This is an optimization exercise on Yosys and OpenROAD, whose aim is small area, a short achievable clock period and few clock cycles per item, not a production implementation.
At most, simulation tests tie the RTL to the original design; equivalence was not proved.

==> build 24 <==
Design integer_square_root_with_fraction, start of the top module:
module integer_square_root_with_fraction #(
  parameter int unsigned FRAC_DIGITS = 5
) (
  input  logic                              clk_i,
  input  logic                              rst_ni,
  input  logic                              in_valid_i,
  output logic                              in_ready_o,
  input  logic [isqf_pkg::RADICAND_W-1:0]   in_radicand_i,
  output logic                              out_valid_o,
  input  logic                              out_ready_i,
  output logic [isqf_pkg::INT_ROOT_W-1:0]   out_int_root_o,
  output logic [isqf_pkg::SCALED_W-1:0]     out_scaled_root_o
);
Settings: LEC_CHECK=0, ABC_AREA=1, CAP_MARGIN=20, CORE_MARGIN=2, CORE_UTILIZATION=40, SETUP_SLACK_MARGIN=4.8, SLEW_MARGIN=20; clock period 8.0 ns.
run.sh (not shown) runs the stock make flow with config.mk's settings and CLKGATE_MAP_FILE= SYNTH_SCRIPT=/design/flow/synth_recipe.tcl, a recipe that flattens the netlist after the stock synthesis.
==> inputs of trial 12, as changes to build 24 <==
--- a/flow/design.v
+++ b/flow/design.v
@@ -29,34 +29,41 @@
   input  logic [isqf_pkg::RADICAND_W-1:0]   in_radicand_i,
   output logic                              out_valid_o,
   input  logic                              out_ready_i,
   output logic [isqf_pkg::INT_ROOT_W-1:0]   out_int_root_o,
   output logic [isqf_pkg::SCALED_W-1:0]     out_scaled_root_o
 );
   logic sk_v, va, vm;
-  logic [30:0] vs;
+  logic rdy_q;   
+  logic [29:0] vs;
+  logic o_v, k_v, o_load, inc;
   logic adv;
   logic [30:0] sk_d, n_a, n_in;
   logic in_fire;
-  assign adv        = ~vs[30] | out_ready_i;
-  assign in_ready_o = ~sk_v;
+  assign adv        = ~k_v;
+  assign o_load     = ~o_v | out_ready_i;
+  assign inc        = ~k_v & vs[29];
+  assign in_ready_o = rdy_q;
   assign in_fire    = in_valid_i & ~sk_v;
   always_ff @(posedge clk_i or negedge rst_ni) begin
     if (!rst_ni) begin
       sk_v <= 1'b0;
+      rdy_q <= 1'b1;
       va   <= 1'b0;
       vm   <= 1'b0;
       vs   <= '0;
     end else if (adv) begin
       sk_v <= 1'b0;
+      rdy_q <= 1'b1;
       va   <= sk_v | in_fire;
       vm   <= va;
-      vs   <= {vs[29:0], vm};
+      vs   <= {vs[28:0], vm};
     end else begin
       sk_v <= sk_v | in_fire;
+      rdy_q <= ~(sk_v | in_fire);
     end
   end
   logic [55:0] m_t [8];
   logic [55:0] m_s [6];
   logic [55:0] m_c [6];
   logic [55:0] ms_q, mc_q, m_d;
   logic [54:0] m_q;
@@ -706,17 +713,33 @@
   logic [12:0] s30_v28_x; logic s30_v28_g; logic [11:0] s30_v28_r; logic [15:0] s30_v28_q;
   assign s30_v28_x = {s30_v27_r, s29_q[4]};
   assign s30_v28_g = (s30_v28_x >= 13'd3125);
   assign s30_v28_r = 12'(s30_v28_g ? (s30_v28_x - 13'd3125) : s30_v28_x);
   assign s30_v28_q = {s30_v27_q, s30_v28_g};
   logic [32:0] s30_q;
   logic [11:0] s30_dr; logic [15:0] s30_dq;
+  logic [32:0] k_q; logic [15:0] k_dq;
+  always_ff @(posedge clk_i or negedge rst_ni) begin
+    if (!rst_ni) begin
+      o_v <= 1'b0;
+      k_v <= 1'b0;
+    end else if (o_load) begin
+      o_v <= k_v | inc;
+      k_v <= 1'b0;
+    end else if (inc) begin
+      k_v <= 1'b1;
+    end
+  end
   always_ff @(posedge clk_i) begin
-    if (adv) begin
-      s30_q <= s30_t0_q;
-      s30_dq <= s30_v28_q;
+    if (o_load) begin
+      s30_q  <= k_v ? k_q : s30_t0_q;
+      s30_dq <= k_v ? k_dq : s30_v28_q;
+    end
+    if (!k_v) begin
+      k_q  <= s30_t0_q;
+      k_dq <= s30_v28_q;
     end
   end
-  assign out_valid_o       = vs[30];
+  assign out_valid_o       = o_v;
   assign out_scaled_root_o = s30_q;
   assign out_int_root_o    = s30_dq;
 endmodule
Settings changed: CORE_UTILIZATION 40 to 65, PLACE_DENSITY set to 0.76, SETUP_SLACK_MARGIN 4.8 to 4.9.
==> inputs of trial 54, as changes to build 24 <==
--- a/flow/design.v
+++ b/flow/design.v
@@ -29,34 +29,41 @@
   input  logic [isqf_pkg::RADICAND_W-1:0]   in_radicand_i,
   output logic                              out_valid_o,
   input  logic                              out_ready_i,
   output logic [isqf_pkg::INT_ROOT_W-1:0]   out_int_root_o,
   output logic [isqf_pkg::SCALED_W-1:0]     out_scaled_root_o
 );
   logic sk_v, va, vm;
-  logic [30:0] vs;
+  logic rdy_q;   
+  logic [29:0] vs;
+  logic o_v, k_v, o_load, inc;
   logic adv;
   logic [30:0] sk_d, n_a, n_in;
   logic in_fire;
-  assign adv        = ~vs[30] | out_ready_i;
-  assign in_ready_o = ~sk_v;
+  assign adv        = ~k_v;
+  assign o_load     = ~o_v | out_ready_i;
+  assign inc        = ~k_v & vs[29];
+  assign in_ready_o = rdy_q;
   assign in_fire    = in_valid_i & ~sk_v;
   always_ff @(posedge clk_i or negedge rst_ni) begin
     if (!rst_ni) begin
       sk_v <= 1'b0;
+      rdy_q <= 1'b1;
       va   <= 1'b0;
       vm   <= 1'b0;
       vs   <= '0;
     end else if (adv) begin
       sk_v <= 1'b0;
+      rdy_q <= 1'b1;
       va   <= sk_v | in_fire;
       vm   <= va;
-      vs   <= {vs[29:0], vm};
+      vs   <= {vs[28:0], vm};
     end else begin
       sk_v <= sk_v | in_fire;
+      rdy_q <= ~(sk_v | in_fire);
     end
   end
   logic [55:0] m_t [8];
   logic [55:0] m_s [6];
   logic [55:0] m_c [6];
   logic [55:0] ms_q, mc_q, m_d;
   logic [54:0] m_q;
@@ -706,17 +713,33 @@
   logic [12:0] s30_v28_x; logic s30_v28_g; logic [11:0] s30_v28_r; logic [15:0] s30_v28_q;
   assign s30_v28_x = {s30_v27_r, s29_q[4]};
   assign s30_v28_g = (s30_v28_x >= 13'd3125);
   assign s30_v28_r = 12'(s30_v28_g ? (s30_v28_x - 13'd3125) : s30_v28_x);
   assign s30_v28_q = {s30_v27_q, s30_v28_g};
   logic [32:0] s30_q;
   logic [11:0] s30_dr; logic [15:0] s30_dq;
+  logic [32:0] k_q; logic [15:0] k_dq;
+  always_ff @(posedge clk_i or negedge rst_ni) begin
+    if (!rst_ni) begin
+      o_v <= 1'b0;
+      k_v <= 1'b0;
+    end else if (o_load) begin
+      o_v <= k_v | inc;
+      k_v <= 1'b0;
+    end else if (inc) begin
+      k_v <= 1'b1;
+    end
+  end
   always_ff @(posedge clk_i) begin
-    if (adv) begin
-      s30_q <= s30_t0_q;
-      s30_dq <= s30_v28_q;
+    if (o_load) begin
+      s30_q  <= k_v ? k_q : s30_t0_q;
+      s30_dq <= k_v ? k_dq : s30_v28_q;
+    end
+    if (!k_v) begin
+      k_q  <= s30_t0_q;
+      k_dq <= s30_v28_q;
     end
   end
-  assign out_valid_o       = vs[30];
+  assign out_valid_o       = o_v;
   assign out_scaled_root_o = s30_q;
   assign out_int_root_o    = s30_dq;
 endmodule
Settings changed: CORE_UTILIZATION 40 to 55, PLACE_DENSITY set to 0.68, SETUP_SLACK_MARGIN 4.8 to 4.9.
==> comparison <==
Trial 12 passed the timing, DRC and antenna checks. Build 24 completed without violations. Trial 54 finished clean. Critical path depth: build 24 is higher than trial 12 (3). Against build 24, the synthesized cell count of trial 54 is higher by 1.4%. Between trial 54 and trial 12, the lower die area is in trial 12 (gap about 18%, measured against trial 12). The lowest sequential share of layout area belongs to build 24, the highest to trial 12.
==> figures <==
Outcome: build 24 finished clean; trial 12 finished clean; trial 54 finished clean
Utilization of the core after routing: build 24 0.456; trial 12 0.724; trial 54 0.621
CP Data Arrival Time: build 24 1.71 ns; trial 12 1.49 ns; trial 54 3.69 ns
#FFs+latches synth: build 24 2115; trial 12 2166; trial 54 2166
Clock buf count: build 24 257; trial 12 257; trial 54 278
Measured slew at the worst slew-check pin: build 24 1.04 ns; trial 12 1.14 ns; trial 54 1.07 ns
Wire length after detailed routing: build 24 283000 um; trial 12 275000 um; trial 54 280000 um
DR vias: build 24 76600; trial 12 79700; trial 54 78100
Number of flip-flops and latches: build 24 2115; trial 12 2166; trial 54 2166
# rows: build 24 195; trial 12 154; trial 54 167
Xor/xnor cell area share of the yosys netlist: build 24 0.0490; trial 12 0.0491; trial 54 0.0491
Start point of the worst hold path: build 24 s2_rad[30]; trial 12 s0_rad[21]; trial 54 s27_dq[2]
Testbench counts of trial 12, summed over its fixed seeds: cycles 8,264, items 8,000.
Testbench counts of trial 54, summed over its fixed seeds: cycles 8,264, items 8,000.
No functional check of the RTL was part of build 24.

* * *

==> inputs of harbor <==
Another version of the RTL of integer_square_root_with_fraction (not shown whole).
clock: 8.0 ns
lec_check: 0
abc_area: 1
cap_margin: 20
core_margin: 2
core_utilization: 55
place_density: 0.68
setup_slack_margin: 4.6
slew_margin: 20
==> cedar: changes against harbor <==
- CTS_CLUSTER_DIAMETER: unset -> 60
- CTS_CLUSTER_SIZE: unset -> 30
- SETUP_SLACK_MARGIN: 4.6 -> 4.9
==> nickel: changes against harbor <==
- SETUP_SLACK_MARGIN: 4.6 -> 4.75
==> run summary <==
Critical path depth in cells: harbor 1; nickel 14; cedar 8
Number of antenna violations at the first check in global routing: harbor 1; nickel 1; cedar 2
Crit Reg-Reg Startpoint: harbor n_a[10]$_DFFE_PN_; nickel ms_q[12]$_DFFE_PN_; cedar n_a[6]$_DFFE_PN_
# resized after CTS: harbor 134; nickel 267; cedar 551
Result of the run: harbor timing/DRC/antenna clean; nickel timing/DRC/antenna clean; cedar timing/DRC/antenna clean
Final Cell Area: harbor 124000 um^2; nickel 125000 um^2; cedar 128000 um^2
Worst hold margin: harbor 0.402 ns; nickel 0.401 ns; cedar 0.403 ns
Final critical path time including I/O delays and setup: harbor 3.31 ns; nickel 3.19 ns; cedar 3.11 ns
Min-Delay Endpoint: harbor s11_rad[3]$_DFFE_PN_; nickel s13_rad[5]$_DFFE_PN_; cedar s6_rad[14]$_DFFE_PN_
Capturing element of the worst setup path: harbor out_scaled_root_o[16]; nickel s0_r[1]$_DFFE_PN_; cedar ms_q[26]$_DFFE_PN_
Sort of element at the end of the critical path: harbor output port; nickel register; cedar register
Iter 0 DRT Violations: harbor 5734; nickel 5745; cedar 6070
Testbench counts of harbor, summed over its fixed seeds: cycles 8,264, items 8,000.
Testbench counts of cedar, summed over its fixed seeds: cycles 8,264, items 8,000.
Testbench counts of nickel, summed over its fixed seeds: cycles 8,264, items 8,000.

* * *

==> inputs of v22 <==
Another version of the RTL of integer_square_root_with_fraction (not shown whole).
clock: 8.0 ns
lec_check: 0
abc_area: 1
cap_margin: 20
core_margin: 2
core_utilization: 55
place_density: 0.68
setup_slack_margin: 4.8
slew_margin: 20
==> v28: changes against v22 <==
--- a/flow/config.mk
+++ b/flow/config.mk
@@ -10,4 +10,3 @@
 export CORE_MARGIN = 2
-export CORE_UTILIZATION = 55
-export PLACE_DENSITY = 0.68
+export CORE_UTILIZATION = 40
 export SETUP_SLACK_MARGIN = 4.8
==> results.cfg <==
[run_status]
outcome = finished clean

[finish]
ff_latch_area_sq_mm = 0.0634

[floorplanning]
chip_width_um = 457
[end of results for v22]
==> results.cfg <==
[synth]
post-synth-top-count-cell = nand2_1

[finish]
ff_latch_area_sq_mm = 0.0634

[run_status]
outcome = finished clean
[end of results for v28]
Testbench counts of v22, summed over its fixed seeds: cycles 8,264, items 8,000.
Testbench counts of v28, summed over its fixed seeds: cycles 8,264, items 8,000.

* * *

==> run a: inputs <==
integer_square_root_with_fraction with an RTL version that a note above also has.
## integer_square_root_with_fraction
module integer_square_root_with_fraction #(
  parameter int unsigned FRAC_DIGITS = 5
) (
  input  logic                              clk_i,
  input  logic                              rst_ni,
  input  logic                              in_valid_i,
  output logic                              in_ready_o,
  input  logic [isqf_pkg::RADICAND_W-1:0]   in_radicand_i,
  output logic                              out_valid_o,
  input  logic                              out_ready_i,
  output logic [isqf_pkg::INT_ROOT_W-1:0]   out_int_root_o,
  output logic [isqf_pkg::SCALED_W-1:0]     out_scaled_root_o
);
  logic va, vm;
  logic [29:0] vs;
  logic o_v, k_v, o_load, inc;
  logic adv;
  logic rdy_q;   
  logic [30:0] n_a;
  assign adv        = ~k_v;
  assign o_load     = ~o_v | out_ready_i;
  assign inc        = ~k_v & vs[29];
  assign in_ready_o = rdy_q;
  always_ff @(posedge clk_i or negedge rst_ni) begin
    if (!rst_ni) begin
      rdy_q <= 1'b1;
    end else begin
      rdy_q <= o_load | ~(k_v | inc);
    end
  end
  always_ff @(posedge clk_i or negedge rst_ni) begin
    if (!rst_ni) begin
      va   <= 1'b0;
      vm   <= 1'b0;
      vs   <= '0;
    end else if (adv) begin
      va   <= in_valid_i & rdy_q;
      vm   <= va;
      vs   <= {vs[28:0], vm};
    end
  end
  logic [55:0] m_t [8];
  logic [55:0] m_s [6];
  logic [55:0] m_c [6];
  logic [55:0] ms_q, mc_q, m_d;
  logic [54:0] m_q;
  assign m_t[0] = (56'(n_a) << 23) | 56'd264;
  assign m_t[1] = 56'(n_a) << 20;
  assign m_t[2] = 56'(n_a) << 18;
  assign m_t[3] = 56'(n_a) << 16;
  assign m_t[4] = 56'(n_a) << 10;
  assign m_t[5] = (~(56'(n_a))) << 8;
  assign m_t[6] = (~(56'(n_a))) << 3;
  assign m_t[7] = 56'(n_a);
  assign m_s[0] = m_t[0] ^ m_t[1] ^ m_t[2];
  assign m_c[0] = ((m_t[0] & m_t[1]) | (m_t[0] & m_t[2]) | (m_t[1] & m_t[2])) << 1;
  assign m_s[1] = m_t[3] ^ m_t[4] ^ m_t[5];
  assign m_c[1] = ((m_t[3] & m_t[4]) | (m_t[3] & m_t[5]) | (m_t[4] & m_t[5])) << 1;
  assign m_s[2] = m_t[6] ^ m_t[7] ^ m_s[0];
  assign m_c[2] = ((m_t[6] & m_t[7]) | (m_t[6] & m_s[0]) | (m_t[7] & m_s[0])) << 1;
  assign m_s[3] = m_c[0] ^ m_s[1] ^ m_c[1];
  assign m_c[3] = ((m_c[0] & m_s[1]) | (m_c[0] & m_c[1]) | (m_s[1] & m_c[1])) << 1;
  assign m_s[4] = m_s[2] ^ m_c[2] ^ m_s[3];
  ...
export LEC_CHECK = 0
export ABC_AREA = 1
export CAP_MARGIN = 20
export CORE_MARGIN = 2
export CORE_UTILIZATION = 55
export PLACE_DENSITY = 0.68
export SETUP_SLACK_MARGIN = 4.9
export SLEW_MARGIN = 20
create_clock -name core_clock -period 8.0 [get_ports {clk_i}]
==> run b (differences from run a) <==
SETUP_SLACK_MARGIN = 5.0   (was 4.9)
==> comparison table <==
| quantity | run a | run b |
|---|---|---|
| Pre-antenna DRT Iters | 6 | 8 |
| Finished Layout Cells | 14100 | 14200 |
| Routed vias | 76200 | 77300 |
| Kind of end point of the critical path | output pin | register |
| Setup crit start | rdy_q$_DFF_PN1_ | s26_dr[5]$_DFFE_PN_ |
| Fill count | 15500 | 15200 |
| Worst-margin pin slew | 1.06 ns | 1.10 ns |
| ANT cells | 4 | 3 |
| Hold slack | 0.403 ns | 0.402 ns |
| Met3 Routed Length | 10300 um | 11100 um |
| Repair and plain buffers | 569 | 670 |
| Share of cell area taken by flip-flops and latches | 0.479 | 0.469 |
| Cells on worst reg2reg path | 24 | 18 |
| Global-route met3 utilization | 0.0301 | 0.0306 |
| Sum of routed wire length over all layers | 257000 um | 263000 um |
| Buffers inserted by post-CTS timing repair | 197 | 259 |
| Number of global-route vias before repair | 73600 | 74400 |
| Timing-limited maximum frequency | 327 MHz | 323 MHz |
| Outcome | finished clean | finished clean |
| ClkCell Share | 0.0561 | 0.0549 |
| Max stage delay cell, worst path | sky130_fd_sc_hd__dfstp_2 | sky130_fd_sc_hd__edfxtp_1 |
| Worst reg2reg path endpoint | s27_dr[1]$_DFFE_PN_ | s27_dr[0]$_DFFE_PN_ |
Testbench counts of run a, summed over its fixed seeds: cycles 8,264, items 8,000.
Testbench counts of run b, summed over its fixed seeds: cycles 8,264, items 8,000.

==> separate check: timing with driven ports <==
No port has a modelled driver above. Below, the same layouts with a new extraction and two added sets of constraints. Step 1 sets driving cells, clkbuf_16 on the clock port and buf_2 on the other inputs (assumed; they add their load-dependent delay and slew). Step 2 also shifts input and output timing later by t, the mid clock arrival at the registers, as if the neighbouring blocks saw the same clock. Slacks: ideal / step 1 / step 2; pairs: ideal / step 1.
| run | t, ns | setup WS [ns] | latest minus earliest clock arrival (ns) | pins driven straight from the clock port |
|---|---|---|---|---|
| build 24 | 0.970 | 4.694 / 4.596 / 3.923 | 0.133 / 0.133 | 1 |
| trial 12 | 0.951 | 4.907 / 4.817 / 4.790 | 0.046 / 0.046 | 1 |
| trial 54 | 0.945 | 4.880 / 4.816 / 4.801 | 0.075 / 0.075 | 1 |
| harbor | 0.928 | 4.687 / 4.599 / 4.691 | 0.085 / 0.085 | 1 |
| cedar | 0.903 | 4.890 / 4.859 / 4.790 | 0.065 / 0.065 | 1 |
| nickel | 0.925 | 4.807 / 4.770 / 4.788 | 0.086 / 0.086 | 1 |
| v22 | 0.957 | 4.760 / 4.784 / 3.869 | 0.069 / 0.070 | 1 |
| v28 | 0.966 | 4.715 / 4.772 / 3.814 | 0.129 / 0.129 | 1 |
| run a | 0.929 | 4.938 / 4.850 / 4.784 | 0.089 / 0.088 | 1 |
| run b | 0.930 | 4.899 / 4.850 / 4.778 | 0.088 / 0.089 | 1 |
After both steps every run listed still meets setup and hold. For v28, which loses most, drivers alone change the setup slack by +0.057 ns; drivers and shift together by -0.901 ns.
